Source: an optimization exercise on an open RTL-to-GDS flow (aim: small area). Production flows keep margins and buffers that such runs may drop. Function was checked by simulation only, so behaviour that the tests miss may differ from the original. Power figures rest on the tool's default switching activity, not on a simulated workload.

## v37
==> module ruhman_led_multi, before the edit <==
module ruhman_led_multi #(
    parameter int unsigned N          = 16,
    parameter int unsigned CLK_PER_MS = 100,
    parameter int unsigned HP_W       = 16
) (
    input  logic         clk,
    input  logic         reset_n,
    input  logic         cs,
    input  logic         read,
    input  logic         write,
    input  logic [4:0]   addr,
    input  logic [31:0]  wr_data,
    output logic [31:0]  rd_data,
    output logic [N-1:0] dout
);
    localparam int unsigned   PW        = (CLK_PER_MS > 1) ? $clog2(CLK_PER_MS) : 1;
    localparam logic [PW-1:0] PrescLast = PW'(CLK_PER_MS - 1);
    localparam logic [15:0]   RingInv   = 16'haaaa;
    logic [PW-1:0] presc_q;
    logic [3:0]    phase_q;    
    logic [3:0]    phase_n;
    logic          hold_q;     
    logic          win_q;      
    logic          ms_tick;
    logic          ph0, ph15;
    logic          bus_wr;
    logic          sync_sel;
    logic [15:0]   ch_hp   [N];
    logic [1:0]    ch_mode [N];
    logic [3:0]    ch_bc   [N];
    logic [N-1:0]  done_vec;
    logic          unused_bits;
    logic [15:0]   wd_hp;
    logic [15:0]   wd_hp_rot;
    logic          wd_hs;
    logic [1:0]    wd_mode;
    logic [3:0]    wd_bc;
    assign bus_wr      = cs && write;
    assign sync_sel    = bus_wr && (addr == 5'd16);
    assign ms_tick     = (presc_q == PrescLast);
    assign ph0         = (phase_q == 4'd0);
    assign ph15        = (phase_q == 4'd15);
    assign phase_n     = phase_q + 4'd1;
    assign unused_bits = read ^ (^wr_data);
    assign wd_hp       = reset_n ? wr_data[15:0] : 16'd0;
    assign wd_hs       = (wd_hp[15:1] == 15'd0);
    assign wd_mode     = reset_n ? wr_data[17:16] : 2'b00;
    assign wd_bc       = reset_n ? wr_data[23:20] : 4'd0;
    always_comb begin
        wd_hp_rot = {wd_hp[0], wd_hp[15:1]};
        if (phase_q[0]) wd_hp_rot = {wd_hp_rot[0], wd_hp_rot[15:1]};
        if (phase_q[1]) wd_hp_rot = {wd_hp_rot[1:0], wd_hp_rot[15:2]};
        if (phase_q[2]) wd_hp_rot = {wd_hp_rot[3:0], wd_hp_rot[15:4]};
        if (phase_q[3]) wd_hp_rot = {wd_hp_rot[7:0], wd_hp_rot[15:8]};
    end
    always_ff @(posedge clk) begin
        if (!reset_n || ms_tick) presc_q <= '0;
        else                     presc_q <= presc_q + PW'(1);
    end
    always_ff @(posedge clk) begin
        if (!reset_n) begin
            phase_q <= '0;
            hold_q  <= 1'b0;
            win_q   <= 1'b0;
        end else begin
            win_q   <= ((ms_tick || hold_q) && ph15) || (win_q && !ph15);
            phase_q <= phase_n;
            hold_q  <= (ms_tick || hold_q) && !ph15;
        end
    end
    for (genvar i = 0; i < N; i++) begin : g_ch
        logic [15:0] hpr_q;        
        logic [15:0] cnr_q;        
        logic [15:0] hpr_v, cnr_v;  
        logic [1:0]  mode_q;
        logic [3:0]  bc_q;
        logic        hs_q;         
        logic        cy_q;         
        logic        stp_q;        
        logic [3:0]  nb_q;         
        logic        led_q, done_q;
        logic        cfg_wr, ld, restart, run, reached, step, adv, clr;
        logic        cy_eff, cbit, nbit, match;
        assign cfg_wr  = bus_wr && (addr == 5'(i));
        assign ld      = cfg_wr || !reset_n;
        assign restart = cfg_wr || (sync_sel && wr_data[i] && mode_q[1]);
        assign run     = ms_tick && mode_q[1] && !done_q && !restart;
        assign reached = stp_q || hs_q;
        assign step    = run && reached;
        assign adv     = run && !reached;
        assign clr     = restart || step;    
        assign hpr_v   = hpr_q ^ RingInv;
        assign cnr_v   = cnr_q ^ RingInv;
        assign cy_eff  = cy_q && !hold_q;
        assign cbit    = cnr_v[0] ^ ph0;      
        assign nbit    = cbit ^ cy_eff;       
        assign match   = (nbit == hpr_v[0]);
        always_ff @(posedge clk) begin
            if (ld) begin
                hpr_q  <= wd_hp_rot ^ RingInv;
                mode_q <= wd_mode;
                bc_q   <= wd_bc;
                hs_q   <= wd_hs;
            end else begin
                hpr_q  <= {hpr_v[0], hpr_v[15:1]} ^ RingInv;
            end
        end
        always_ff @(posedge clk) begin
            if (clr) begin
                cnr_q <= RingInv;
                cy_q  <= 1'b0;
                stp_q <= 1'b0;
            end else begin
                cnr_q <= {cnr_v[0] ^ cy_eff, cnr_v[15:1]} ^ RingInv;
                if (adv)         cy_q <= 1'b1;
                else if (!hold_q) cy_q <= cy_q && cbit;
                if (win_q) stp_q <= (ph0 || stp_q) && match;
            end
        end
        always_ff @(posedge clk) begin
            if (!reset_n) begin
                led_q  <= 1'b0;
                done_q <= 1'b0;
            end else if (restart) begin
                nb_q   <= '0;
                done_q <= 1'b0;
                led_q  <= cfg_wr ? (wr_data[17:16] != 2'b00) : 1'b1;
            end else if (step) begin
                led_q <= !led_q;
                if (mode_q[0] && led_q) begin
                    nb_q   <= nb_q + 4'd1;
                    done_q <= (nb_q + 4'd1 == bc_q);
                end
            end
        end
        assign dout[i]     = led_q;
        assign done_vec[i] = done_q;
        assign ch_hp[i]    = hpr_v;
        assign ch_mode[i]  = mode_q;
        assign ch_bc[i]    = bc_q;
    end
    logic [N-1:0] rd_sel;
    logic [21:0]  rd_ch;
    logic [15:0]  rd_hpr;
    always_comb begin
        rd_ch = '0;
        for (int i = 0; i < N; i++) begin
            rd_sel[i] = (addr == 5'(i));
            rd_ch = rd_ch | ({ch_bc[i], ch_mode[i], ch_hp[i]} & {22{rd_sel[i]}});
        end
        rd_hpr = rd_ch[15:0];
        if (phase_q[0]) rd_hpr = {rd_hpr[14:0], rd_hpr[15]};
        if (phase_q[1]) rd_hpr = {rd_hpr[13:0], rd_hpr[15:14]};
        if (phase_q[2]) rd_hpr = {rd_hpr[11:0], rd_hpr[15:12]};
        if (phase_q[3]) rd_hpr = {rd_hpr[7:0], rd_hpr[15:8]};
        rd_data = {8'h00, rd_ch[21:18], 2'b00, rd_ch[17:16], rd_hpr};
        if (addr == 5'd17) begin
            rd_data[N-1:0]  = dout;
            rd_data[16 +: N] = done_vec;
        end
    end
endmodule
clock: 10.0 ns
lec_check: 0
cap_margin: 20
core_margin: 2
core_utilization: 70
place_density: 0.8
slew_margin: 20
standard.sh (not shown) runs the stock make flow with config.mk's settings and CLKGATE_MAP_FILE= SYNTH_SCRIPT=/design/flow/synth_recipe.tcl, a recipe that flattens the netlist after the stock synthesis.
==> flow/flow/run.sh <==
#!/bin/bash
# Own layout flow: the standard ORFS flow (standard.sh), with
#  - synthesis as standard.sh runs it (same Yosys passes, same registers), except that ABC maps
#    the combinational logic with flow/abc_area.script: the delay-relaxed (-R 1000) &nf mapper
#    with pin permutation and no buffering or upsizing (slack is large; placement and repair
#    size what needs it)
#  - clock tree synthesis that clusters more sinks per leaf buffer and inserts no dummy loads
#  - port buffers of the smallest buffer cell.
# Each step's full output goes to its own log file here.
set -euo pipefail
here=$(pwd)
export MY_ABC_SCRIPT="$here/flow/abc_area.script"
export CTS_ARGS="-sink_clustering_enable -repair_clock_nets -dont_use_dummy_load -sink_clustering_size 9 -sink_clustering_max_diameter 45 -buf_list sky130_fd_sc_hd__clkbuf_4"
export BUFFER_PORTS_ARGS="-buffer_cell sky130_fd_sc_hd__buf_1"
# standard.sh with only its synthesis script swapped for flow/area_synth.tcl
sed "s|SYNTH_SCRIPT=[^ ]*|SYNTH_SCRIPT=$here/flow/area_synth.tcl|" standard.sh > area_synth.sh
bash area_synth.sh synth > flow_synth.log 2>&1
for t in floorplan place cts route finish; do
  bash standard.sh "$t" > "flow_$t.log" 2>&1
done
==> flow/flow/abc_area.script <==
&get -n
&st
&syn2
&dch -f
&nf -R 1000 -p
&put
topo
stime -c
dnsize -c
==> flow/flow/area_synth.tcl <==
proc synth {args} { yosys synth -nofsm -noshare {*}$args }
proc abc {args} {
  set i [lsearch -exact $args -script]
  if {$i >= 0 && [info exists ::env(MY_ABC_SCRIPT)]} { lset args [expr {$i + 1}] $::env(MY_ABC_SCRIPT) }
  yosys abc {*}$args
}
source $::env(SCRIPTS_DIR)/synth.tcl
# left out here: clear keep_hierarchy, flatten, clean up, hide names made inside functions, write 1_2_yosys.v
What v29 does differently from v37 at the input level:
--- a/flow/design.v
+++ b/flow/design.v
@@ -64,5 +64,5 @@
             win_q   <= 1'b0;
         end else begin
-            win_q   <= ((ms_tick || hold_q) && ph15) || (win_q && !ph15);
+            if (ph15) win_q <= ms_tick || hold_q;
             phase_q <= phase_n;
             hold_q  <= (ms_tick || hold_q) && !ph15;
Findings:
Synthesized cell count: v29 lower than v37. v37 → v29: worst setup slack has decreased, number of cells in the finished layout apart from fillers decreased by 25 relative to the old numbers, total power density per cell area level, worst hold slack across all endpoints now smaller.

[re-timing with driven ports]
The flow's constraints put no driver on any port. The routed layouts listed below were extracted and timed again, unchanged, in two steps. Step 1, drivers: a clkbuf_16 drives clk and a buf_2 each remaining input, both assumed. Step 2 moves the port delays by t, midway between the first and last clock arrival at a register: inputs arrive t later, outputs are due t later. That takes back most of the time a late clock gives input paths. Slacks: no drivers / after step 1 / after step 2; pairs: no drivers / after step 1.
run | shift t [ns] | setup WS [ns] | clock arrival spread, ns | slew at the worst register clock pin (ns) | pins driven straight from the clock port
v37 | 0.900 | 2.005 / 1.900 / 1.900 | 0.063 / 0.064 | 0.11 / 0.11 | 1
v29 | 0.879 | 1.874 / 1.794 / 1.794 | 0.086 / 0.086 | 0.11 / 0.11 | 1
After both steps every run listed still meets setup and hold. For v37, which loses most, drivers alone change the setup slack by -0.105 ns; drivers and shift together by -0.105 ns.
